This is an optimization exercise on Yosys and OpenROAD, whose aim is small area, a short achievable clock period and few clock cycles, not a production implementation.
Only the layout flow was run in this run; the RTL was not checked for function there.
Power and IR drop assume default switching activity.

**flow/flow/run.sh**
```bash
#!/bin/bash
# The standard layout, with the port buffers made of buf_4 cells instead of the
# cell buffer_ports picks by default (a slow delay buffer). Every port still gets
# its buffer. The whole make run's output goes to standard.log here.
set -euo pipefail
export BUFFER_PORTS_ARGS="-buffer_cell sky130_fd_sc_hd__buf_4"
bash standard.sh > standard.log 2>&1
```
**flow/standard.sh**
```bash
#!/bin/bash
# synth_recipe.tcl (not shown) runs the flow's synth.tcl, then flattens the netlist and writes it again
# the make line also repeats each setting of config.mk as NAME=value (left out here)
make -C /OpenROAD-flow-scripts/flow DESIGN_CONFIG=/design/flow/config.mk WORK_HOME=/design/flow/orfs CLKGATE_MAP_FILE= SYNTH_SCRIPT=/design/flow/synth_recipe.tcl "${@:-finish}"
```
**flow/config.mk**
```make
export PLATFORM = sky130hd
export DESIGN_NAME = table_linear_interpolator_core
export DESIGN_NICKNAME = table_linear_interpolator_core
export VERILOG_FILES = /design/flow/design.v
export SDC_FILE = /design/flow/constraint.sdc
export NUM_CORES = 4
export LEC_CHECK = 0
export CAP_MARGIN = 20
export CORE_MARGIN = 2
export CORE_UTILIZATION = 55
export CTS_BUF_LIST = sky130_fd_sc_hd__clkbuf_8
export CTS_CLUSTER_SIZE = 20
export PLACE_DENSITY = 0.65
export SLEW_MARGIN = 20
```
**flow/constraint.sdc**
```tcl
create_clock -name core_clock -period 10.0 [get_ports {clk_i}]
set_input_delay 2.0000 -clock core_clock [delete_from_list [all_inputs] [get_ports {clk_i}]]
set_output_delay 2.0000 -clock core_clock [all_outputs]
set_load 0.01 [all_outputs]
```
**flow/design.v**
```verilog
package tbli_pkg;
  localparam int unsigned POINTS    = 12;
  localparam int unsigned CNT_W     = (POINTS > 1) ? $clog2(POINTS) : 1;
  localparam int unsigned DATA_W    = 16;
  localparam int unsigned IDX_W     = 4;
  localparam int unsigned DIFF_W    = DATA_W + 1;
  localparam int unsigned PROD_W    = 2 * DIFF_W;
  localparam int unsigned MAG_W     = 2 * DATA_W;
  localparam int unsigned SUM_W     = MAG_W + 2;
  localparam int unsigned DIV_CNT_W = $clog2(MAG_W);
  typedef enum logic {
    FUNC_WRITE = 1'b0,
    FUNC_QUERY = 1'b1
  } func_e;
  typedef enum logic [1:0] {
    ST_EXACT  = 2'd0,
    ST_INTERP = 2'd1,
    ST_RANGE  = 2'd2,
    ST_BADSEG = 2'd3
  } status_e;
  typedef struct packed {
    logic signed [DATA_W-1:0] x;
    logic signed [DATA_W-1:0] y;
  } point_t;
endpackage
module tbli_cell (
  input  logic             clk_i,
  input  logic             ld_i,
  input  tbli_pkg::point_t ld_pt_i,
  output tbli_pkg::point_t pt_o
);
  typedef tbli_pkg::point_t point_t;
  point_t pt_q;
  always_ff @(posedge clk_i) begin
    if (ld_i) begin
      pt_q <= ld_pt_i;
    end
  end
  assign pt_o = pt_q;
endmodule
module tbli_div (
  input  logic [tbli_pkg::DATA_W-1:0] rem_i,    
  input  logic [tbli_pkg::DATA_W-1:0] sh_i,     
  input  logic [tbli_pkg::DATA_W-1:0] dvs_i,
  output logic [tbli_pkg::DATA_W-1:0] rem_o,
  output logic [tbli_pkg::DATA_W-1:0] sh_o
);
  localparam int unsigned DATA_W = tbli_pkg::DATA_W;
  logic [DATA_W:0] t;
  logic [DATA_W:0] d;
  logic            ge;
  assign t     = {rem_i, sh_i[DATA_W-1]};
  assign d     = t - {1'b0, dvs_i};
  assign ge    = !d[DATA_W];
  assign rem_o = ge ? d[DATA_W-1:0] : t[DATA_W-1:0];
  assign sh_o  = {sh_i[DATA_W-2:0], ge};
endmodule
module tbli_mul_csa (
  input  logic [15:0] a_i,
  input  logic [15:0] b_i,
  output logic [95:0] rows_o   
);
  logic [255:0] pp;
  logic fs0, fc0, fs1, fc1, fs2, fc2, fs3, fc3, fs4, fc4, fs5, fc5, fs6, fc6, fs7, fc7;
  logic fs8, fc8, fs9, fc9, fs10, fc10, fs11, fc11, fs12, fc12, fs13, fc13, fs14, fc14, fs15, fc15;
  logic fs16, fc16, fs17, fc17, fs18, fc18, fs19, fc19, fs20, fc20, fs21, fc21, fs22, fc22, fs23, fc23;
  logic fs24, fc24, fs25, fc25, fs26, fc26, fs27, fc27, fs28, fc28, fs29, fc29, fs30, fc30, fs31, fc31;
  logic fs32, fc32, fs33, fc33, fs34, fc34, fs35, fc35, fs36, fc36, fs37, fc37, fs38, fc38, fs39, fc39;
  logic fs40, fc40, fs41, fc41, fs42, fc42, fs43, fc43, fs44, fc44, fs45, fc45, fs46, fc46, fs47, fc47;
  logic fs48, fc48, fs49, fc49, fs50, fc50, fs51, fc51, fs52, fc52, fs53, fc53, fs54, fc54, fs55, fc55;
  logic fs56, fc56, fs57, fc57, fs58, fc58, fs59, fc59, fs60, fc60, fs61, fc61, fs62, fc62, fs63, fc63;
  logic fs64, fc64, fs65, fc65, fs66, fc66, fs67, fc67, fs68, fc68, fs69, fc69, fs70, fc70, fs71, fc71;
  logic fs72, fc72, fs73, fc73, fs74, fc74, fs75, fc75, fs76, fc76, fs77, fc77, fs78, fc78, fs79, fc79;
  logic fs80, fc80, fs81, fc81, fs82, fc82, fs83, fc83, fs84, fc84, fs85, fc85, fs86, fc86, fs87, fc87;
  logic fs88, fc88, fs89, fc89, fs90, fc90, fs91, fc91, fs92, fc92, fs93, fc93, fs94, fc94, fs95, fc95;
  logic fs96, fc96, fs97, fc97, fs98, fc98, fs99, fc99, fs100, fc100, fs101, fc101, fs102, fc102, fs103, fc103;
  logic fs104, fc104, fs105, fc105, fs106, fc106, fs107, fc107, fs108, fc108, fs109, fc109, fs110, fc110, fs111, fc111;
  logic fs112, fc112, fs113, fc113, fs114, fc114, fs115, fc115, fs116, fc116, fs117, fc117, fs118, fc118, fs119, fc119;
  logic fs120, fc120, fs121, fc121, fs122, fc122, fs123, fc123, fs124, fc124, fs125, fc125, fs126, fc126, fs127, fc127;
  logic fs128, fc128, fs129, fc129, fs130, fc130, fs131, fc131, fs132, fc132, fs133, fc133, fs134, fc134, fs135, fc135;
  logic fs136, fc136, fs137, fc137, fs138, fc138, fs139, fc139, fs140, fc140, fs141, fc141, fs142, fc142, fs143, fc143;
  logic fs144, fc144, fs145, fc145, fs146, fc146, fs147, fc147, fs148, fc148, fs149, fc149, fs150, fc150, fs151, fc151;
  logic fs152, fc152, fs153, fc153, fs154, fc154, fs155, fc155, fs156, fc156, fs157, fc157, fs158, fc158, fs159, fc159;
  logic fs160, fc160, fs161, fc161, fs162, fc162, fs163, fc163, fs164, fc164, fs165, fc165, fs166, fc166, fs167, fc167;
  logic hs0, hc0, hs1, hc1, hs2, hc2, hs3, hc3, hs4, hc4, hs5, hc5, hs6, hc6, hs7, hc7;
  logic hs8, hc8, hs9, hc9, hs10, hc10, hs11, hc11, hs12, hc12, hs13, hc13;
  for (genvar i = 0; i < 16; i++) begin : g_pp_i
    for (genvar j = 0; j < 16; j++) begin : g_pp_j
      assign pp[16*i+j] = b_i[i] & a_i[j];
    end
  end
  assign hs0 = pp[13] ^ pp[28];
  assign hc0 = pp[13] & pp[28];
  assign fs0 = pp[14] ^ pp[29] ^ pp[44];
  assign fc0 = (pp[14] & pp[29]) | (pp[14] & pp[44]) | (pp[29] & pp[44]);
  assign hs1 = pp[59] ^ pp[74];
  assign hc1 = pp[59] & pp[74];
  assign fs1 = pp[15] ^ pp[30] ^ pp[45];
  assign fc1 = (pp[15] & pp[30]) | (pp[15] & pp[45]) | (pp[30] & pp[45]);
  assign fs2 = pp[60] ^ pp[75] ^ pp[90];
  assign fc2 = (pp[60] & pp[75]) | (pp[60] & pp[90]) | (pp[75] & pp[90]);
  assign hs2 = pp[105] ^ pp[120];
  assign hc2 = pp[105] & pp[120];
  assign fs3 = pp[31] ^ pp[46] ^ pp[61];
  assign fc3 = (pp[31] & pp[46]) | (pp[31] & pp[61]) | (pp[46] & pp[61]);
  assign fs4 = pp[76] ^ pp[91] ^ pp[106];
  assign fc4 = (pp[76] & pp[91]) | (pp[76] & pp[106]) | (pp[91] & pp[106]);
  assign hs3 = pp[121] ^ pp[136];
  assign hc3 = pp[121] & pp[136];
  assign fs5 = pp[47] ^ pp[62] ^ pp[77];
  assign fc5 = (pp[47] & pp[62]) | (pp[47] & pp[77]) | (pp[62] & pp[77]);
  assign fs6 = pp[92] ^ pp[107] ^ pp[122];
  assign fc6 = (pp[92] & pp[107]) | (pp[92] & pp[122]) | (pp[107] & pp[122]);
  assign fs7 = pp[63] ^ pp[78] ^ pp[93];
  assign fc7 = (pp[63] & pp[78]) | (pp[63] & pp[93]) | (pp[78] & pp[93]);
  assign hs4 = pp[9] ^ pp[24];
  assign hc4 = pp[9] & pp[24];
  assign fs8 = pp[10] ^ pp[25] ^ pp[40];
  assign fc8 = (pp[10] & pp[25]) | (pp[10] & pp[40]) | (pp[25] & pp[40]);
  assign hs5 = pp[55] ^ pp[70];
  assign hc5 = pp[55] & pp[70];
  assign fs9 = pp[11] ^ pp[26] ^ pp[41];
  assign fc9 = (pp[11] & pp[26]) | (pp[11] & pp[41]) | (pp[26] & pp[41]);
  assign fs10 = pp[56] ^ pp[71] ^ pp[86];
  assign fc10 = (pp[56] & pp[71]) | (pp[56] & pp[86]) | (pp[71] & pp[86]);
  assign hs6 = pp[101] ^ pp[116];
  assign hc6 = pp[101] & pp[116];
  assign fs11 = pp[12] ^ pp[27] ^ pp[42];
  assign fc11 = (pp[12] & pp[27]) | (pp[12] & pp[42]) | (pp[27] & pp[42]);
  assign fs12 = pp[57] ^ pp[72] ^ pp[87];
  assign fc12 = (pp[57] & pp[72]) | (pp[57] & pp[87]) | (pp[72] & pp[87]);
  assign fs13 = pp[102] ^ pp[117] ^ pp[132];
  assign fc13 = (pp[102] & pp[117]) | (pp[102] & pp[132]) | (pp[117] & pp[132]);
  assign hs7 = pp[147] ^ pp[162];
  assign hc7 = pp[147] & pp[162];
  assign fs14 = hs0 ^ pp[43] ^ pp[58];
  assign fc14 = (hs0 & pp[43]) | (hs0 & pp[58]) | (pp[43] & pp[58]);
  assign fs15 = pp[73] ^ pp[88] ^ pp[103];
  assign fc15 = (pp[73] & pp[88]) | (pp[73] & pp[103]) | (pp[88] & pp[103]);
  assign fs16 = pp[118] ^ pp[133] ^ pp[148];
  assign fc16 = (pp[118] & pp[133]) | (pp[118] & pp[148]) | (pp[133] & pp[148]);
  assign fs17 = pp[163] ^ pp[178] ^ pp[193];
  assign fc17 = (pp[163] & pp[178]) | (pp[163] & pp[193]) | (pp[178] & pp[193]);
  assign fs18 = hc0 ^ fs0 ^ hs1;
  assign fc18 = (hc0 & fs0) | (hc0 & hs1) | (fs0 & hs1);
  assign fs19 = pp[89] ^ pp[104] ^ pp[119];
  assign fc19 = (pp[89] & pp[104]) | (pp[89] & pp[119]) | (pp[104] & pp[119]);
  assign fs20 = pp[134] ^ pp[149] ^ pp[164];
  assign fc20 = (pp[134] & pp[149]) | (pp[134] & pp[164]) | (pp[149] & pp[164]);
  assign fs21 = pp[179] ^ pp[194] ^ pp[209];
  assign fc21 = (pp[179] & pp[194]) | (pp[179] & pp[209]) | (pp[194] & pp[209]);
  assign fs22 = fc0 ^ hc1 ^ fs1;
  assign fc22 = (fc0 & hc1) | (fc0 & fs1) | (hc1 & fs1);
  assign fs23 = fs2 ^ hs2 ^ pp[135];
  assign fc23 = (fs2 & hs2) | (fs2 & pp[135]) | (hs2 & pp[135]);
  assign fs24 = pp[150] ^ pp[165] ^ pp[180];
  assign fc24 = (pp[150] & pp[165]) | (pp[150] & pp[180]) | (pp[165] & pp[180]);
  assign fs25 = pp[195] ^ pp[210] ^ pp[225];
  assign fc25 = (pp[195] & pp[210]) | (pp[195] & pp[225]) | (pp[210] & pp[225]);
  assign fs26 = fc1 ^ fc2 ^ hc2;
  assign fc26 = (fc1 & fc2) | (fc1 & hc2) | (fc2 & hc2);
  assign fs27 = fs3 ^ fs4 ^ hs3;
  assign fc27 = (fs3 & fs4) | (fs3 & hs3) | (fs4 & hs3);
  assign fs28 = pp[151] ^ pp[166] ^ pp[181];
  assign fc28 = (pp[151] & pp[166]) | (pp[151] & pp[181]) | (pp[166] & pp[181]);
  assign fs29 = pp[196] ^ pp[211] ^ pp[226];
  assign fc29 = (pp[196] & pp[211]) | (pp[196] & pp[226]) | (pp[211] & pp[226]);
  assign fs30 = fc3 ^ fc4 ^ hc3;
  assign fc30 = (fc3 & fc4) | (fc3 & hc3) | (fc4 & hc3);
  assign fs31 = fs5 ^ fs6 ^ pp[137];
  assign fc31 = (fs5 & fs6) | (fs5 & pp[137]) | (fs6 & pp[137]);
  assign fs32 = pp[152] ^ pp[167] ^ pp[182];
  assign fc32 = (pp[152] & pp[167]) | (pp[152] & pp[182]) | (pp[167] & pp[182]);
  assign fs33 = pp[197] ^ pp[212] ^ pp[227];
  assign fc33 = (pp[197] & pp[212]) | (pp[197] & pp[227]) | (pp[212] & pp[227]);
  assign fs34 = fc5 ^ fc6 ^ fs7;
  assign fc34 = (fc5 & fc6) | (fc5 & fs7) | (fc6 & fs7);
  assign fs35 = pp[108] ^ pp[123] ^ pp[138];
  assign fc35 = (pp[108] & pp[123]) | (pp[108] & pp[138]) | (pp[123] & pp[138]);
  assign fs36 = pp[153] ^ pp[168] ^ pp[183];
  assign fc36 = (pp[153] & pp[168]) | (pp[153] & pp[183]) | (pp[168] & pp[183]);
  assign fs37 = pp[198] ^ pp[213] ^ pp[228];
  assign fc37 = (pp[198] & pp[213]) | (pp[198] & pp[228]) | (pp[213] & pp[228]);
  assign fs38 = fc7 ^ pp[79] ^ pp[94];
  assign fc38 = (fc7 & pp[79]) | (fc7 & pp[94]) | (pp[79] & pp[94]);
  assign fs39 = pp[109] ^ pp[124] ^ pp[139];
  assign fc39 = (pp[109] & pp[124]) | (pp[109] & pp[139]) | (pp[124] & pp[139]);
  assign fs40 = pp[154] ^ pp[169] ^ pp[184];
  assign fc40 = (pp[154] & pp[169]) | (pp[154] & pp[184]) | (pp[169] & pp[184]);
  assign fs41 = pp[199] ^ pp[214] ^ pp[229];
  assign fc41 = (pp[199] & pp[214]) | (pp[199] & pp[229]) | (pp[214] & pp[229]);
  assign fs42 = pp[95] ^ pp[110] ^ pp[125];
  assign fc42 = (pp[95] & pp[110]) | (pp[95] & pp[125]) | (pp[110] & pp[125]);
  assign fs43 = pp[140] ^ pp[155] ^ pp[170];
  assign fc43 = (pp[140] & pp[155]) | (pp[140] & pp[170]) | (pp[155] & pp[170]);
  assign fs44 = pp[185] ^ pp[200] ^ pp[215];
  assign fc44 = (pp[185] & pp[200]) | (pp[185] & pp[215]) | (pp[200] & pp[215]);
  assign fs45 = pp[111] ^ pp[126] ^ pp[141];
  assign fc45 = (pp[111] & pp[126]) | (pp[111] & pp[141]) | (pp[126] & pp[141]);
  assign fs46 = pp[156] ^ pp[171] ^ pp[186];
  assign fc46 = (pp[156] & pp[171]) | (pp[156] & pp[186]) | (pp[171] & pp[186]);
  assign fs47 = pp[127] ^ pp[142] ^ pp[157];
  assign fc47 = (pp[127] & pp[142]) | (pp[127] & pp[157]) | (pp[142] & pp[157]);
  assign hs8 = pp[6] ^ pp[21];
  assign hc8 = pp[6] & pp[21];
  assign fs48 = pp[7] ^ pp[22] ^ pp[37];
  assign fc48 = (pp[7] & pp[22]) | (pp[7] & pp[37]) | (pp[22] & pp[37]);
  assign hs9 = pp[52] ^ pp[67];
  assign hc9 = pp[52] & pp[67];
  assign fs49 = pp[8] ^ pp[23] ^ pp[38];
  assign fc49 = (pp[8] & pp[23]) | (pp[8] & pp[38]) | (pp[23] & pp[38]);
  assign fs50 = pp[53] ^ pp[68] ^ pp[83];
  assign fc50 = (pp[53] & pp[68]) | (pp[53] & pp[83]) | (pp[68] & pp[83]);
  assign hs10 = pp[98] ^ pp[113];
  assign hc10 = pp[98] & pp[113];
  assign fs51 = hs4 ^ pp[39] ^ pp[54];
  assign fc51 = (hs4 & pp[39]) | (hs4 & pp[54]) | (pp[39] & pp[54]);
  assign fs52 = pp[69] ^ pp[84] ^ pp[99];
  assign fc52 = (pp[69] & pp[84]) | (pp[69] & pp[99]) | (pp[84] & pp[99]);
  assign fs53 = pp[114] ^ pp[129] ^ pp[144];
  assign fc53 = (pp[114] & pp[129]) | (pp[114] & pp[144]) | (pp[129] & pp[144]);
  assign fs54 = hc4 ^ fs8 ^ hs5;
  assign fc54 = (hc4 & fs8) | (hc4 & hs5) | (fs8 & hs5);
  assign fs55 = pp[85] ^ pp[100] ^ pp[115];
  assign fc55 = (pp[85] & pp[100]) | (pp[85] & pp[115]) | (pp[100] & pp[115]);
  assign fs56 = pp[130] ^ pp[145] ^ pp[160];
  assign fc56 = (pp[130] & pp[145]) | (pp[130] & pp[160]) | (pp[145] & pp[160]);
  assign fs57 = fc8 ^ hc5 ^ fs9;
  assign fc57 = (fc8 & hc5) | (fc8 & fs9) | (hc5 & fs9);
  assign fs58 = fs10 ^ hs6 ^ pp[131];
  assign fc58 = (fs10 & hs6) | (fs10 & pp[131]) | (hs6 & pp[131]);
  assign fs59 = pp[146] ^ pp[161] ^ pp[176];
  assign fc59 = (pp[146] & pp[161]) | (pp[146] & pp[176]) | (pp[161] & pp[176]);
  assign fs60 = fc9 ^ fc10 ^ hc6;
  assign fc60 = (fc9 & fc10) | (fc9 & hc6) | (fc10 & hc6);
  assign fs61 = fs11 ^ fs12 ^ fs13;
  assign fc61 = (fs11 & fs12) | (fs11 & fs13) | (fs12 & fs13);
  assign fs62 = hs7 ^ pp[177] ^ pp[192];
  assign fc62 = (hs7 & pp[177]) | (hs7 & pp[192]) | (pp[177] & pp[192]);
  assign fs63 = fc11 ^ fc12 ^ fc13;
  assign fc63 = (fc11 & fc12) | (fc11 & fc13) | (fc12 & fc13);
  assign fs64 = hc7 ^ fs14 ^ fs15;
  assign fc64 = (hc7 & fs14) | (hc7 & fs15) | (fs14 & fs15);
  assign fs65 = fs16 ^ fs17 ^ pp[208];
  assign fc65 = (fs16 & fs17) | (fs16 & pp[208]) | (fs17 & pp[208]);
  assign fs66 = fc14 ^ fc15 ^ fc16;
  assign fc66 = (fc14 & fc15) | (fc14 & fc16) | (fc15 & fc16);
  assign fs67 = fc17 ^ fs18 ^ fs19;
  assign fc67 = (fc17 & fs18) | (fc17 & fs19) | (fs18 & fs19);
  assign fs68 = fs20 ^ fs21 ^ pp[224];
  assign fc68 = (fs20 & fs21) | (fs20 & pp[224]) | (fs21 & pp[224]);
  assign fs69 = fc18 ^ fc19 ^ fc20;
  assign fc69 = (fc18 & fc19) | (fc18 & fc20) | (fc19 & fc20);
  assign fs70 = fc21 ^ fs22 ^ fs23;
  assign fc70 = (fc21 & fs22) | (fc21 & fs23) | (fs22 & fs23);
  assign fs71 = fs24 ^ fs25 ^ pp[240];
  assign fc71 = (fs24 & fs25) | (fs24 & pp[240]) | (fs25 & pp[240]);
  assign fs72 = fc22 ^ fc23 ^ fc24;
  assign fc72 = (fc22 & fc23) | (fc22 & fc24) | (fc23 & fc24);
  assign fs73 = fc25 ^ fs26 ^ fs27;
  assign fc73 = (fc25 & fs26) | (fc25 & fs27) | (fs26 & fs27);
  assign fs74 = fs28 ^ fs29 ^ pp[241];
  assign fc74 = (fs28 & fs29) | (fs28 & pp[241]) | (fs29 & pp[241]);
  assign fs75 = fc26 ^ fc27 ^ fc28;
  assign fc75 = (fc26 & fc27) | (fc26 & fc28) | (fc27 & fc28);
  assign fs76 = fc29 ^ fs30 ^ fs31;
  assign fc76 = (fc29 & fs30) | (fc29 & fs31) | (fs30 & fs31);
  assign fs77 = fs32 ^ fs33 ^ pp[242];
  assign fc77 = (fs32 & fs33) | (fs32 & pp[242]) | (fs33 & pp[242]);
  assign fs78 = fc30 ^ fc31 ^ fc32;
  assign fc78 = (fc30 & fc31) | (fc30 & fc32) | (fc31 & fc32);
  assign fs79 = fc33 ^ fs34 ^ fs35;
  assign fc79 = (fc33 & fs34) | (fc33 & fs35) | (fs34 & fs35);
  assign fs80 = fs36 ^ fs37 ^ pp[243];
  assign fc80 = (fs36 & fs37) | (fs36 & pp[243]) | (fs37 & pp[243]);
  assign fs81 = fc34 ^ fc35 ^ fc36;
  assign fc81 = (fc34 & fc35) | (fc34 & fc36) | (fc35 & fc36);
  assign fs82 = fc37 ^ fs38 ^ fs39;
  assign fc82 = (fc37 & fs38) | (fc37 & fs39) | (fs38 & fs39);
  assign fs83 = fs40 ^ fs41 ^ pp[244];
  assign fc83 = (fs40 & fs41) | (fs40 & pp[244]) | (fs41 & pp[244]);
  assign fs84 = fc38 ^ fc39 ^ fc40;
  assign fc84 = (fc38 & fc39) | (fc38 & fc40) | (fc39 & fc40);
  assign fs85 = fc41 ^ fs42 ^ fs43;
  assign fc85 = (fc41 & fs42) | (fc41 & fs43) | (fs42 & fs43);
  assign fs86 = fs44 ^ pp[230] ^ pp[245];
  assign fc86 = (fs44 & pp[230]) | (fs44 & pp[245]) | (pp[230] & pp[245]);
  assign fs87 = fc42 ^ fc43 ^ fc44;
  assign fc87 = (fc42 & fc43) | (fc42 & fc44) | (fc43 & fc44);
  assign fs88 = fs45 ^ fs46 ^ pp[201];
  assign fc88 = (fs45 & fs46) | (fs45 & pp[201]) | (fs46 & pp[201]);
  assign fs89 = pp[216] ^ pp[231] ^ pp[246];
  assign fc89 = (pp[216] & pp[231]) | (pp[216] & pp[246]) | (pp[231] & pp[246]);
  assign fs90 = fc45 ^ fc46 ^ fs47;
  assign fc90 = (fc45 & fc46) | (fc45 & fs47) | (fc46 & fs47);
  assign fs91 = pp[172] ^ pp[187] ^ pp[202];
  assign fc91 = (pp[172] & pp[187]) | (pp[172] & pp[202]) | (pp[187] & pp[202]);
  assign fs92 = pp[217] ^ pp[232] ^ pp[247];
  assign fc92 = (pp[217] & pp[232]) | (pp[217] & pp[247]) | (pp[232] & pp[247]);
  assign fs93 = fc47 ^ pp[143] ^ pp[158];
  assign fc93 = (fc47 & pp[143]) | (fc47 & pp[158]) | (pp[143] & pp[158]);
  assign fs94 = pp[173] ^ pp[188] ^ pp[203];
  assign fc94 = (pp[173] & pp[188]) | (pp[173] & pp[203]) | (pp[188] & pp[203]);
  assign fs95 = pp[218] ^ pp[233] ^ pp[248];
  assign fc95 = (pp[218] & pp[233]) | (pp[218] & pp[248]) | (pp[233] & pp[248]);
  assign fs96 = pp[159] ^ pp[174] ^ pp[189];
  assign fc96 = (pp[159] & pp[174]) | (pp[159] & pp[189]) | (pp[174] & pp[189]);
  assign fs97 = pp[204] ^ pp[219] ^ pp[234];
  assign fc97 = (pp[204] & pp[219]) | (pp[204] & pp[234]) | (pp[219] & pp[234]);
  assign fs98 = pp[175] ^ pp[190] ^ pp[205];
  assign fc98 = (pp[175] & pp[190]) | (pp[175] & pp[205]) | (pp[190] & pp[205]);
  assign hs11 = pp[4] ^ pp[19];
  assign hc11 = pp[4] & pp[19];
  assign fs99 = pp[5] ^ pp[20] ^ pp[35];
  assign fc99 = (pp[5] & pp[20]) | (pp[5] & pp[35]) | (pp[20] & pp[35]);
  assign hs12 = pp[50] ^ pp[65];
  assign hc12 = pp[50] & pp[65];
  assign fs100 = hs8 ^ pp[36] ^ pp[51];
  assign fc100 = (hs8 & pp[36]) | (hs8 & pp[51]) | (pp[36] & pp[51]);
  assign fs101 = pp[66] ^ pp[81] ^ pp[96];
  assign fc101 = (pp[66] & pp[81]) | (pp[66] & pp[96]) | (pp[81] & pp[96]);
  assign fs102 = hc8 ^ fs48 ^ hs9;
  assign fc102 = (hc8 & fs48) | (hc8 & hs9) | (fs48 & hs9);
  assign fs103 = pp[82] ^ pp[97] ^ pp[112];
  assign fc103 = (pp[82] & pp[97]) | (pp[82] & pp[112]) | (pp[97] & pp[112]);
  assign fs104 = fc48 ^ hc9 ^ fs49;
  assign fc104 = (fc48 & hc9) | (fc48 & fs49) | (hc9 & fs49);
  assign fs105 = fs50 ^ hs10 ^ pp[128];
  assign fc105 = (fs50 & hs10) | (fs50 & pp[128]) | (hs10 & pp[128]);
  assign fs106 = fc49 ^ fc50 ^ hc10;
  assign fc106 = (fc49 & fc50) | (fc49 & hc10) | (fc50 & hc10);
  assign fs107 = fs51 ^ fs52 ^ fs53;
  assign fc107 = (fs51 & fs52) | (fs51 & fs53) | (fs52 & fs53);
  assign fs108 = fc51 ^ fc52 ^ fc53;
  assign fc108 = (fc51 & fc52) | (fc51 & fc53) | (fc52 & fc53);
  assign fs109 = fs54 ^ fs55 ^ fs56;
  assign fc109 = (fs54 & fs55) | (fs54 & fs56) | (fs55 & fs56);
  assign fs110 = fc54 ^ fc55 ^ fc56;
  assign fc110 = (fc54 & fc55) | (fc54 & fc56) | (fc55 & fc56);
  assign fs111 = fs57 ^ fs58 ^ fs59;
  assign fc111 = (fs57 & fs58) | (fs57 & fs59) | (fs58 & fs59);
  assign fs112 = fc57 ^ fc58 ^ fc59;
  assign fc112 = (fc57 & fc58) | (fc57 & fc59) | (fc58 & fc59);
  assign fs113 = fs60 ^ fs61 ^ fs62;
  assign fc113 = (fs60 & fs61) | (fs60 & fs62) | (fs61 & fs62);
  assign fs114 = fc60 ^ fc61 ^ fc62;
  assign fc114 = (fc60 & fc61) | (fc60 & fc62) | (fc61 & fc62);
  assign fs115 = fs63 ^ fs64 ^ fs65;
  assign fc115 = (fs63 & fs64) | (fs63 & fs65) | (fs64 & fs65);
  assign fs116 = fc63 ^ fc64 ^ fc65;
  assign fc116 = (fc63 & fc64) | (fc63 & fc65) | (fc64 & fc65);
  assign fs117 = fs66 ^ fs67 ^ fs68;
  assign fc117 = (fs66 & fs67) | (fs66 & fs68) | (fs67 & fs68);
  assign fs118 = fc66 ^ fc67 ^ fc68;
  assign fc118 = (fc66 & fc67) | (fc66 & fc68) | (fc67 & fc68);
  assign fs119 = fs69 ^ fs70 ^ fs71;
  assign fc119 = (fs69 & fs70) | (fs69 & fs71) | (fs70 & fs71);
  assign fs120 = fc69 ^ fc70 ^ fc71;
  assign fc120 = (fc69 & fc70) | (fc69 & fc71) | (fc70 & fc71);
  assign fs121 = fs72 ^ fs73 ^ fs74;
  assign fc121 = (fs72 & fs73) | (fs72 & fs74) | (fs73 & fs74);
  assign fs122 = fc72 ^ fc73 ^ fc74;
  assign fc122 = (fc72 & fc73) | (fc72 & fc74) | (fc73 & fc74);
  assign fs123 = fs75 ^ fs76 ^ fs77;
  assign fc123 = (fs75 & fs76) | (fs75 & fs77) | (fs76 & fs77);
  assign fs124 = fc75 ^ fc76 ^ fc77;
  assign fc124 = (fc75 & fc76) | (fc75 & fc77) | (fc76 & fc77);
  assign fs125 = fs78 ^ fs79 ^ fs80;
  assign fc125 = (fs78 & fs79) | (fs78 & fs80) | (fs79 & fs80);
  assign fs126 = fc78 ^ fc79 ^ fc80;
  assign fc126 = (fc78 & fc79) | (fc78 & fc80) | (fc79 & fc80);
  assign fs127 = fs81 ^ fs82 ^ fs83;
  assign fc127 = (fs81 & fs82) | (fs81 & fs83) | (fs82 & fs83);
  assign fs128 = fc81 ^ fc82 ^ fc83;
  assign fc128 = (fc81 & fc82) | (fc81 & fc83) | (fc82 & fc83);
  assign fs129 = fs84 ^ fs85 ^ fs86;
  assign fc129 = (fs84 & fs85) | (fs84 & fs86) | (fs85 & fs86);
  assign fs130 = fc84 ^ fc85 ^ fc86;
  assign fc130 = (fc84 & fc85) | (fc84 & fc86) | (fc85 & fc86);
  assign fs131 = fs87 ^ fs88 ^ fs89;
  assign fc131 = (fs87 & fs88) | (fs87 & fs89) | (fs88 & fs89);
  assign fs132 = fc87 ^ fc88 ^ fc89;
  assign fc132 = (fc87 & fc88) | (fc87 & fc89) | (fc88 & fc89);
  assign fs133 = fs90 ^ fs91 ^ fs92;
  assign fc133 = (fs90 & fs91) | (fs90 & fs92) | (fs91 & fs92);
  assign fs134 = fc90 ^ fc91 ^ fc92;
  assign fc134 = (fc90 & fc91) | (fc90 & fc92) | (fc91 & fc92);
  assign fs135 = fs93 ^ fs94 ^ fs95;
  assign fc135 = (fs93 & fs94) | (fs93 & fs95) | (fs94 & fs95);
  assign fs136 = fc93 ^ fc94 ^ fc95;
  assign fc136 = (fc93 & fc94) | (fc93 & fc95) | (fc94 & fc95);
  assign fs137 = fs96 ^ fs97 ^ pp[249];
  assign fc137 = (fs96 & fs97) | (fs96 & pp[249]) | (fs97 & pp[249]);
  assign fs138 = fc96 ^ fc97 ^ fs98;
  assign fc138 = (fc96 & fc97) | (fc96 & fs98) | (fc97 & fs98);
  assign fs139 = pp[220] ^ pp[235] ^ pp[250];
  assign fc139 = (pp[220] & pp[235]) | (pp[220] & pp[250]) | (pp[235] & pp[250]);
  assign fs140 = fc98 ^ pp[191] ^ pp[206];
  assign fc140 = (fc98 & pp[191]) | (fc98 & pp[206]) | (pp[191] & pp[206]);
  assign fs141 = pp[221] ^ pp[236] ^ pp[251];
  assign fc141 = (pp[221] & pp[236]) | (pp[221] & pp[251]) | (pp[236] & pp[251]);
  assign fs142 = pp[207] ^ pp[222] ^ pp[237];
  assign fc142 = (pp[207] & pp[222]) | (pp[207] & pp[237]) | (pp[222] & pp[237]);
  assign hs13 = pp[3] ^ pp[18];
  assign hc13 = pp[3] & pp[18];
  assign fs143 = hs11 ^ pp[34] ^ pp[49];
  assign fc143 = (hs11 & pp[34]) | (hs11 & pp[49]) | (pp[34] & pp[49]);
  assign fs144 = hc11 ^ fs99 ^ hs12;
  assign fc144 = (hc11 & fs99) | (hc11 & hs12) | (fs99 & hs12);
  assign fs145 = fc99 ^ hc12 ^ fs100;
  assign fc145 = (fc99 & hc12) | (fc99 & fs100) | (hc12 & fs100);
  assign fs146 = fc100 ^ fc101 ^ fs102;
  assign fc146 = (fc100 & fc101) | (fc100 & fs102) | (fc101 & fs102);
  assign fs147 = fc102 ^ fc103 ^ fs104;
  assign fc147 = (fc102 & fc103) | (fc102 & fs104) | (fc103 & fs104);
  assign fs148 = fc104 ^ fc105 ^ fs106;
  assign fc148 = (fc104 & fc105) | (fc104 & fs106) | (fc105 & fs106);
  assign fs149 = fc106 ^ fc107 ^ fs108;
  assign fc149 = (fc106 & fc107) | (fc106 & fs108) | (fc107 & fs108);
  assign fs150 = fc108 ^ fc109 ^ fs110;
  assign fc150 = (fc108 & fc109) | (fc108 & fs110) | (fc109 & fs110);
  assign fs151 = fc110 ^ fc111 ^ fs112;
  assign fc151 = (fc110 & fc111) | (fc110 & fs112) | (fc111 & fs112);
  assign fs152 = fc112 ^ fc113 ^ fs114;
  assign fc152 = (fc112 & fc113) | (fc112 & fs114) | (fc113 & fs114);
  assign fs153 = fc114 ^ fc115 ^ fs116;
  assign fc153 = (fc114 & fc115) | (fc114 & fs116) | (fc115 & fs116);
  assign fs154 = fc116 ^ fc117 ^ fs118;
  assign fc154 = (fc116 & fc117) | (fc116 & fs118) | (fc117 & fs118);
  assign fs155 = fc118 ^ fc119 ^ fs120;
  assign fc155 = (fc118 & fc119) | (fc118 & fs120) | (fc119 & fs120);
  assign fs156 = fc120 ^ fc121 ^ fs122;
  assign fc156 = (fc120 & fc121) | (fc120 & fs122) | (fc121 & fs122);
  assign fs157 = fc122 ^ fc123 ^ fs124;
  assign fc157 = (fc122 & fc123) | (fc122 & fs124) | (fc123 & fs124);
  assign fs158 = fc124 ^ fc125 ^ fs126;
  assign fc158 = (fc124 & fc125) | (fc124 & fs126) | (fc125 & fs126);
  assign fs159 = fc126 ^ fc127 ^ fs128;
  assign fc159 = (fc126 & fc127) | (fc126 & fs128) | (fc127 & fs128);
  assign fs160 = fc128 ^ fc129 ^ fs130;
  assign fc160 = (fc128 & fc129) | (fc128 & fs130) | (fc129 & fs130);
  assign fs161 = fc130 ^ fc131 ^ fs132;
  assign fc161 = (fc130 & fc131) | (fc130 & fs132) | (fc131 & fs132);
  assign fs162 = fc132 ^ fc133 ^ fs134;
  assign fc162 = (fc132 & fc133) | (fc132 & fs134) | (fc133 & fs134);
  assign fs163 = fc134 ^ fc135 ^ fs136;
  assign fc163 = (fc134 & fc135) | (fc134 & fs136) | (fc135 & fs136);
  assign fs164 = fc136 ^ fc137 ^ fs138;
  assign fc164 = (fc136 & fc137) | (fc136 & fs138) | (fc137 & fs138);
  assign fs165 = fc138 ^ fc139 ^ fs140;
  assign fc165 = (fc138 & fc139) | (fc138 & fs140) | (fc139 & fs140);
  assign fs166 = fc140 ^ fc141 ^ fs142;
  assign fc166 = (fc140 & fc141) | (fc140 & fs142) | (fc141 & fs142);
  assign fs167 = fc142 ^ pp[223] ^ pp[238];
  assign fc167 = (fc142 & pp[223]) | (fc142 & pp[238]) | (pp[223] & pp[238]);
  assign rows_o[31:0] = {1'b0, pp[255], fc167, fc166, fc165, fc164, fc163, fc162, fc161, fc160, fc159, fc158, fc157, fc156, fc155, fc154, fc153, fc152, fc151, fc150, fc149, fc148, fc147, fc146, fc145, fc144, fc143, hc13, hs13, pp[2], pp[1], pp[0]};
  assign rows_o[63:32] = {1'b0, 1'b0, pp[239], fs167, fs166, fs165, fs164, fs163, fs162, fs161, fs160, fs159, fs158, fs157, fs156, fs155, fs154, fs153, fs152, fs151, fs150, fs149, fs148, fs147, fs146, fs145, fs144, fs143, pp[33], pp[17], pp[16], 1'b0};
  assign rows_o[95:64] = {1'b0, 1'b0, pp[254], pp[253], pp[252], fs141, fs139, fs137, fs135, fs133, fs131, fs129, fs127, fs125, fs123, fs121, fs119, fs117, fs115, fs113, fs111, fs109, fs107, fs105, fs103, fs101, pp[80], pp[64], pp[48], pp[32], 1'b0, 1'b0};
endmodule
module table_linear_interpolator_core (
  input  logic                                clk_i,
  input  logic                                rst_ni,
  input  logic                                start,
  output logic                                busy,
  input  logic                                func_i,
  input  logic [tbli_pkg::IDX_W-1:0]          point_index_i,
  input  logic signed [tbli_pkg::DATA_W-1:0]  point_x_i,
  input  logic signed [tbli_pkg::DATA_W-1:0]  point_y_i,
  input  logic signed [tbli_pkg::DATA_W-1:0]  query_x_i,
  output logic                                done_o,
  output logic signed [tbli_pkg::DATA_W-1:0]  result_y_o,
  output logic [1:0]                          status_o
);
  localparam int unsigned POINTS = tbli_pkg::POINTS;
  localparam int unsigned DATA_W = tbli_pkg::DATA_W;
  localparam int unsigned IDX_W  = tbli_pkg::IDX_W;
  localparam int unsigned DIFF_W = tbli_pkg::DIFF_W;
  localparam int unsigned MAG_W  = tbli_pkg::MAG_W;
  localparam int unsigned MROWS  = 3;                
  typedef tbli_pkg::point_t point_t;
  localparam logic [1:0] ST_EXACT  = 2'd0;
  localparam logic [1:0] ST_INTERP = 2'd1;
  localparam logic [1:0] ST_RANGE  = 2'd2;
  localparam logic [1:0] ST_BADSEG = 2'd3;
  assign busy = 1'b0;
  logic signed [DATA_W-1:0] tx [POINTS];
  logic signed [DATA_W-1:0] ty [POINTS];
  point_t                   wr_pt;
  assign wr_pt.x = point_x_i;
  assign wr_pt.y = point_y_i;
  for (genvar k = 0; k < POINTS; k++) begin : g_cell
    logic   ld;
    point_t pt;
    assign ld = start && (func_i == tbli_pkg::FUNC_WRITE) && (int'(point_index_i) == k);
    tbli_cell u_cell (
      .clk_i   (clk_i),
      .ld_i    (ld),
      .ld_pt_i (wr_pt),
      .pt_o    (pt)
    );
    assign tx[k] = pt.x;
    assign ty[k] = pt.y;
  end
  logic                     v1_q;
  logic signed [DATA_W-1:0] q1_q;
  assign v1_q = start && (func_i == tbli_pkg::FUNC_QUERY);
  assign q1_q = query_x_i;
  logic [POINTS-1:0] c_eq, c_hit, c_first;
  logic              c_seen;
  logic [1:0]        c_st;
  always_comb begin
    for (int i = 0; i < POINTS; i++) begin
      c_eq[i]  = (tx[i] == q1_q);
      c_hit[i] = c_eq[i];
      if (i < POINTS - 1) c_hit[i] = c_hit[i] || (tx[i+1] > q1_q);
    end
    c_seen = 1'b0;
    for (int i = 0; i < POINTS; i++) begin
      c_first[i] = c_hit[i] && !c_seen;
      c_seen     = c_seen || c_hit[i];
    end
    c_st = !c_seen ? ST_RANGE : (|(c_first & c_eq)) ? ST_EXACT : ST_INTERP;
  end
  logic                     v2_q;
  logic [1:0]               st2_q;
  logic signed [DATA_W-1:0] q2_q;
  logic [POINTS-1:0]        first2_q;
  always_ff @(posedge clk_i or negedge rst_ni) begin
    if (!rst_ni) v2_q <= 1'b0;
    else         v2_q <= v1_q;
  end
  always_ff @(posedge clk_i) begin
    st2_q    <= c_st;
    q2_q     <= q1_q;
    first2_q <= c_first;
  end
  logic signed [DATA_W-1:0] s_x0, s_y0, s_x1, s_y1;
  always_comb begin
    s_x0 = '0; s_y0 = '0; s_x1 = '0; s_y1 = '0;
    for (int i = 0; i < POINTS; i++) begin
      s_x0 |= {DATA_W{first2_q[i]}} & tx[i];
      s_y0 |= {DATA_W{first2_q[i]}} & ty[i];
      if (i < POINTS - 1) begin
        s_x1 |= {DATA_W{first2_q[i]}} & tx[i+1];
        s_y1 |= {DATA_W{first2_q[i]}} & ty[i+1];
      end
    end
  end
  logic                     v3_q;
  logic [1:0]               st3_q;
  logic signed [DATA_W-1:0] q3_q, x0_3_q, y0_3_q, x1_3_q, y1_3_q;
  always_ff @(posedge clk_i or negedge rst_ni) begin
    if (!rst_ni) v3_q <= 1'b0;
    else         v3_q <= v2_q;
  end
  always_ff @(posedge clk_i) begin
    st3_q  <= st2_q;
    q3_q   <= q2_q;
    x0_3_q <= s_x0;
    y0_3_q <= s_y0;
    x1_3_q <= s_x1;
    y1_3_q <= s_y1;
  end
  logic signed [DIFF_W-1:0] c_dx, c_dy, c_dqx, c_ndx, c_ndy, c_ndqx;
  assign c_dx   = DIFF_W'(x1_3_q) - DIFF_W'(x0_3_q);
  assign c_dy   = DIFF_W'(y1_3_q) - DIFF_W'(y0_3_q);
  assign c_dqx  = DIFF_W'(q3_q)   - DIFF_W'(x0_3_q);
  assign c_ndx  = DIFF_W'(x0_3_q) - DIFF_W'(x1_3_q);
  assign c_ndy  = DIFF_W'(y0_3_q) - DIFF_W'(y1_3_q);
  assign c_ndqx = DIFF_W'(x0_3_q) - DIFF_W'(q3_q);
  logic                     v5_q;
  logic [1:0]               st5_q;
  logic signed [DATA_W-1:0] y0_5_q;
  logic                     neg5_q;
  logic [DATA_W-1:0]        dx5_q, dy5_q, dqx5_q;
  always_ff @(posedge clk_i or negedge rst_ni) begin
    if (!rst_ni) v5_q <= 1'b0;
    else         v5_q <= v3_q;
  end
  always_ff @(posedge clk_i) begin
    st5_q  <= (st3_q == ST_INTERP && x1_3_q == x0_3_q) ? ST_BADSEG : st3_q;
    y0_5_q <= y0_3_q;
    neg5_q <= c_dx[DIFF_W-1] ^ c_dy[DIFF_W-1] ^ c_dqx[DIFF_W-1];
    dx5_q  <= c_dx[DIFF_W-1]  ? c_ndx[DATA_W-1:0]  : c_dx[DATA_W-1:0];
    dy5_q  <= c_dy[DIFF_W-1]  ? c_ndy[DATA_W-1:0]  : c_dy[DATA_W-1:0];
    dqx5_q <= c_dqx[DIFF_W-1] ? c_ndqx[DATA_W-1:0] : c_dqx[DATA_W-1:0];
  end
  logic [MROWS*MAG_W-1:0] c_rows;
  tbli_mul_csa u_mul (
    .a_i   (dy5_q),
    .b_i   (dqx5_q),
    .rows_o (c_rows)
  );
  logic                     v6_q;
  logic [1:0]               st6_q;
  logic signed [DATA_W-1:0] y0_6_q;
  logic                     neg6_q;
  logic [DATA_W-1:0]        dx6_q;
  logic [MROWS*MAG_W-1:0]   rows6_q;
  always_ff @(posedge clk_i or negedge rst_ni) begin
    if (!rst_ni) v6_q <= 1'b0;
    else         v6_q <= v5_q;
  end
  always_ff @(posedge clk_i) begin
    st6_q   <= st5_q;
    y0_6_q  <= y0_5_q;
    neg6_q  <= neg5_q;
    dx6_q   <= dx5_q;
    rows6_q <= c_rows;
  end
  logic [MAG_W-1:0] c_prod;
  always_comb begin
    c_prod = '0;
    for (int r = 0; r < MROWS; r++) c_prod += rows6_q[r*MAG_W +: MAG_W];
  end
  logic                     v7_q;
  logic [1:0]               st7_q;
  logic signed [DATA_W-1:0] y0_7_q;
  logic                     neg7_q;
  logic [DATA_W-1:0]        dx7_q;
  logic [MAG_W-1:0]         n7_q;
  always_ff @(posedge clk_i or negedge rst_ni) begin
    if (!rst_ni) v7_q <= 1'b0;
    else         v7_q <= v6_q;
  end
  always_ff @(posedge clk_i) begin
    st7_q  <= st6_q;
    y0_7_q <= y0_6_q;
    neg7_q <= neg6_q;
    dx7_q  <= dx6_q;
    n7_q   <= c_prod;
  end
  localparam int unsigned PW = 2 + 1 + 1 + 4 * DATA_W;   
  logic          r_v  [DATA_W+1];
  logic [PW-1:0] r_pl [DATA_W+1];
  assign r_v[0]  = v7_q;
  assign r_pl[0] = {st7_q, neg7_q, 1'b0, y0_7_q, dx7_q, n7_q};
  for (genvar r = 0; r < DATA_W; r++) begin : g_row
    logic [DATA_W-1:0] rem_n, sh_n;
    logic [PW-1:0]     pl_n;
    tbli_div u_row (
      .rem_i (r_pl[r][2*DATA_W-1:DATA_W]),
      .sh_i  (r_pl[r][DATA_W-1:0]),
      .dvs_i (r_pl[r][3*DATA_W-1:2*DATA_W]),
      .rem_o (rem_n),
      .sh_o  (sh_n)
    );
    if (r == 0) begin : g_ovf
      assign pl_n = {r_pl[r][PW-1:PW-3],
                     r_pl[r][2*DATA_W-1:DATA_W] >= r_pl[r][3*DATA_W-1:2*DATA_W],
                     r_pl[r][PW-5:2*DATA_W], rem_n, sh_n};
    end else begin : g_pass
      assign pl_n = {r_pl[r][PW-1:2*DATA_W], rem_n, sh_n};
    end
    logic          v_q;
    logic [PW-1:0] pl_q;
    always_ff @(posedge clk_i or negedge rst_ni) begin
      if (!rst_ni) v_q <= 1'b0;
      else         v_q <= r_v[r];
    end
    always_ff @(posedge clk_i) pl_q <= pl_n;
    assign r_v[r+1]  = v_q;
    assign r_pl[r+1] = pl_q;
  end
  logic                     vq_q;
  logic [1:0]               stq_q;
  logic signed [DATA_W-1:0] y0q_q;
  logic                     negq_q, ovfq_q;
  logic [DATA_W-1:0]        quot_q;
  assign vq_q = r_v[DATA_W];
  assign {stq_q, negq_q, ovfq_q, y0q_q} = r_pl[DATA_W][PW-1:3*DATA_W];
  assign quot_q = r_pl[DATA_W][DATA_W-1:0];
  localparam int unsigned VW = DATA_W + 2;
  logic signed [VW-1:0] c_val;
  always_comb begin
    unique case (stq_q)
      ST_EXACT:  c_val = VW'(y0q_q);
      ST_INTERP: begin
        if (ovfq_q)      c_val = negq_q ? 18'sh30000 : 18'sh0FFFF;
        else if (negq_q) c_val = VW'(y0q_q) - VW'(quot_q);
        else             c_val = VW'(y0q_q) + VW'(quot_q);
      end
      default:   c_val = '0;
    endcase
  end
  logic                 vs_q;
  logic [1:0]           sts_q;
  logic signed [VW-1:0] val_q;
  always_ff @(posedge clk_i or negedge rst_ni) begin
    if (!rst_ni) vs_q <= 1'b0;
    else         vs_q <= vq_q;
  end
  always_ff @(posedge clk_i) begin
    sts_q <= stq_q;
    val_q <= c_val;
  end
  logic signed [DATA_W-1:0] c_res;
  always_comb begin
    if (val_q[VW-1:DATA_W-1] == 3'b000 || val_q[VW-1:DATA_W-1] == 3'b111)
      c_res = val_q[DATA_W-1:0];
    else
      c_res = val_q[VW-1] ? 16'sh8000 : 16'sh7FFF;
  end
  logic                     done_q;
  logic signed [DATA_W-1:0] res_q;
  logic [1:0]               stat_q;
  always_ff @(posedge clk_i or negedge rst_ni) begin
    if (!rst_ni) done_q <= 1'b0;
    else         done_q <= vs_q;
  end
  always_ff @(posedge clk_i) begin
    res_q  <= c_res;
    stat_q <= sts_q;
  end
  assign done_o     = done_q;
  assign result_y_o = res_q;
  assign status_o   = stat_q;
endmodule
```
==> flow_metrics.tcl <==
set metrics [dict create \
    critPathKind "in -> reg" \
    cp.arrival_ns 5.73 \
    ys_ff_latch 1870 \
    outcome "complete, no violations" \
    synthMuxAreaShare_pct 4.22 \
    synth_area_leaders "dfxtp_1 38%, edfxtp_1 15%, ha_1 9.6%, fa_1 5.6%, inv_1 2.8%" \
    cts_buffers 310 \
    postLayoutCellArea_mm2 0.0869 \
    die_h_um 381 \
    grt_max_degree 65 \
    clock_sinks 1870 \
    cts-root-buf "clkbuf_8" \
    grt_use_met1_pct 28.8 \
    synth_compound_area_share_pct 11.8 \
    setup_viol 0 \
    crit_top_cell "nand3_1" \
    skew_ns 0.0827 \
    maxCapViolCount 0 \
    power_per_cell_area_mw_per_mm2 414 \
    avgSynthCellArea_um2 11.8 \
    cp.required_ns 10.80 \
    startpoint_type "primary input" \
    syn_nets 7503 \
    cts-resized-gates 0 \
    worst-path-buf-inv 2 \
    grt.met3_usage_pct 4.60 \
    route.detailed.drc 0 \
    die_area_mm2 0.145 \
    vias 50348 \
    cts_max_level 5 \
    synth_top_family_by_area "adder cells" \
    synth_xor_area_share_pct 3.45 \
    grt_usage_pct 25.6 \
    max_freq_mhz 203 \
    yosysTopAreaCell "dfxtp_1" \
    place_area_mm2 0.0807 \
    grt_pass1_vias 51690 \
    synth-edff-count 384 \
    yosys_warnings 10 \
    dr.pass1.iters 8 \
    cts_tree "yes" \
    cp_cell_sequence "buf_4 > inv_1 > ha_1 > and4_1 > nand3_1 > nor4_1 > a211o_1 > and3_1 > nand3_1 > nor3_1 > nand4_1 > o211a_1" \
    slew-limit-headroom_pct 25.3 \
    vias_per_cell 5.60 \
    cts_hold_buf 0 \
    fp-row-count 138 \
    layout-drive-gt1-share_pct 11.2 \
    end_kind "register" \
    antenna_found_initial 17 \
    die_w_um 381 \
    synth_area_mm2 0.0781 \
    pin_count 76 \
    finalSetupTns_ns 0 \
    period_minus_slack_ns 4.92 \
    synth_fa_ha_area_share_pct 15.3 \
    cts.clk_slew.worst_paths_ns 0.06 \
    cp_top_family "simple AND/OR/NAND/NOR gates" \
    clkLatencyLatePin_ns 0.99 \
    ant_nets 0 \
    grt_pass1_wl_mm 288 \
    initialDrtViolationCount 3535 \
    synthTopCellsByCount "1463 x dfxtp_1, 602 x ha_1, 574 x inv_1" \
    dp_hpwl_mm 133 \
    synthSimpleGateAreaFrac_pct 8.48 \
    start_util_pct 55.3 \
    drt-wirelength-per-cell_um 20.8 \
    finalWeightedCongestion 0.940 \
    post_cts_buffers 0 \
    async_reset_ff_share_pct 1.23 \
    grt_overflow 0 \
    area_growth_pct 11.3 \
    ys_types 75 \
    crit_path_max_fanout 11 \
    finalWirelength_mm 187 \
    synth.most_common_cell "dfxtp_1" \
    port_buffers 74 \
    core_area_mm2 0.141 \
    critical_path.max_stage_delay_ns 0.79 \
    ir_drop_mv 0.410 \
    fin_crit_sh_pct 49.2 \
    grtUsageMet2_pct 45.4 \
    yosysTopAreaCellShare_pct 37.5 \
    nets 7736 \
    worstMarginPinSlew_ns 1.12 \
    finalHoldViolCount 0 \
    hp-class "reg -> reg" \
    leakagePower_uw 0.0379 \
    reg2reg_setup_slack_ns 5.55 \
    ys_seq_area_share_pct 53.0 \
    grt_most_used_layer "met2" \
    synth_flop_cell "dfxtp_1" \
    synth_cells 6626 \
    slowest_stage "nor4_1" \
    rsz0062_at_grt "no" \
    ctsLongestPathBuffers 4 \
    finalMaxSlewViolations 0 \
]
## stage by stage
step / hold slack (ns) / worst slack [ns] / power, µW / cells / utilization [%]
finish: 0.273 / 5.08 / 36000 / 8983 / 61.6
global route: 0.281 / 4.92 / 39000 / 8978 / 61.5
CTS: 0.279 / 5.23 / 36400 / 8965 / 61.5
detailed placement: 0.312 / 4.22 / 29600 / 8437 / 57.1
global placement: 0.309 / 4.27 / 29100 / 8437 / 57.1
floorplan: 0.310 / 4.81 / 25100 / 6626 / -
## routing by layer
layer  routed length [µm]  part of all wire [%]
met3                11400                   6.1
met5                   13                0.0070
met4                10600                   5.7
met2                94100                    50
met1                70900                    38
## where the power goes
part | total [µW] | switching [µW] | internal, µW
clock network | 6600 | 2870 | 3720
registers | 11800 | 1530 | 10300
logic | 17500 | 8990 | 8560
## flip-flops by register name (all words and copies together) (netlist names), 12 cells and up
register and count:
g_row.pl_q 1056, g_cell.u_cell.pt_q 384, rows6_q 88, n7_q 32, val_q 18, dqx5_q 16, dx5_q 16, dx6_q 16
dx7_q 16, dy5_q 16, g_row.v_q 16, q2_q 16, q3_q 16, res_q 16, x0_3_q 16, x1_3_q 16
y0_3_q 16, y0_5_q 16, y0_6_q 16, y0_7_q 16, y1_3_q 16, first2_q 12
## worst paths after layout
check,start,endpoint,cells after the start
max in group asynchronous,rst_ni,g_row[0].v_q,1
min,g_row[5].pl_q[49],g_row[6].pl_q[49],0
min in group asynchronous,rst_ni,g_row[4].v_q,1
min reg2reg,g_row[5].pl_q[49],g_row[6].pl_q[49],0
max reg2reg,x0_3_q[2],dqx5_q[4],11
max,query_x_i[13],st2_q[0],12
## area by class of cell
| type | instances | area (µm²) |
|---|---|---|
| Fill cell | 11473 | 54300 |
| Sequential cell | 1870 | 41400 |
| Multi-Input combinational cell | 3999 | 34000 |
| Clock buffer | 368 | 5060 |
| Tap cell | 1890 | 2360 |
| Inverter | 574 | 2150 |
| Clock inverter | 160 | 1130 |
| Timing Repair Buffer | 104 | 781 |
| Antenna cell | 18 | 45.0 |
## placed cells by master (no fill, tap or decap), drive strengths merged, types with 90 or more instances in the layout
cell,instances
a21oi,314
a21o,110
edfxtp,384
nand2,288
nand3,161
ha,602
o21ai,185
fa,219
and2,195
buf,104
clkbuf,368
nor3,90
nor2b,90
xor2,91
nor2,231
mux2,213
a22o,159
inv,655
a221oi,164
dfxtp,1463
xnor2,213
## cell families after synthesis
kind of cell    Yosys count
flops                  1870
simple gates           1304
compound gates         1290
fa+ha+maj               821
buf+inv                 757
xor+xnor                304
mux                     279
other cells               1

-- re-timing with driven ports --
The flow's constraints put no driver on any port. The routed layout listed below was extracted and timed again, unchanged, in two steps. Step 1 sets driving cells, clkbuf_16 on the clock port and buf_2 on the other inputs (assumed; they add their load-dependent delay and slew). Step 2, shift: input delay + t, output delay - t, t = (earliest + latest rising clock arrival at the registers) / 2. This alone moves slack from input paths to output paths. Slacks: no drivers / after step 1 / after step 2; pairs: no drivers / after step 1.
t, ns: 1.023
setup slack, ns: 5.075 / 5.128 / 4.105
worst setup path at the end: input to register
latest minus earliest clock arrival (ns): 0.091 / 0.091
worst slew at a driven data input, ns: 0.10
After both steps this run still meets setup and hold. The setup slack of this run moves by +0.053 ns with the drivers and by -0.970 ns with both steps.
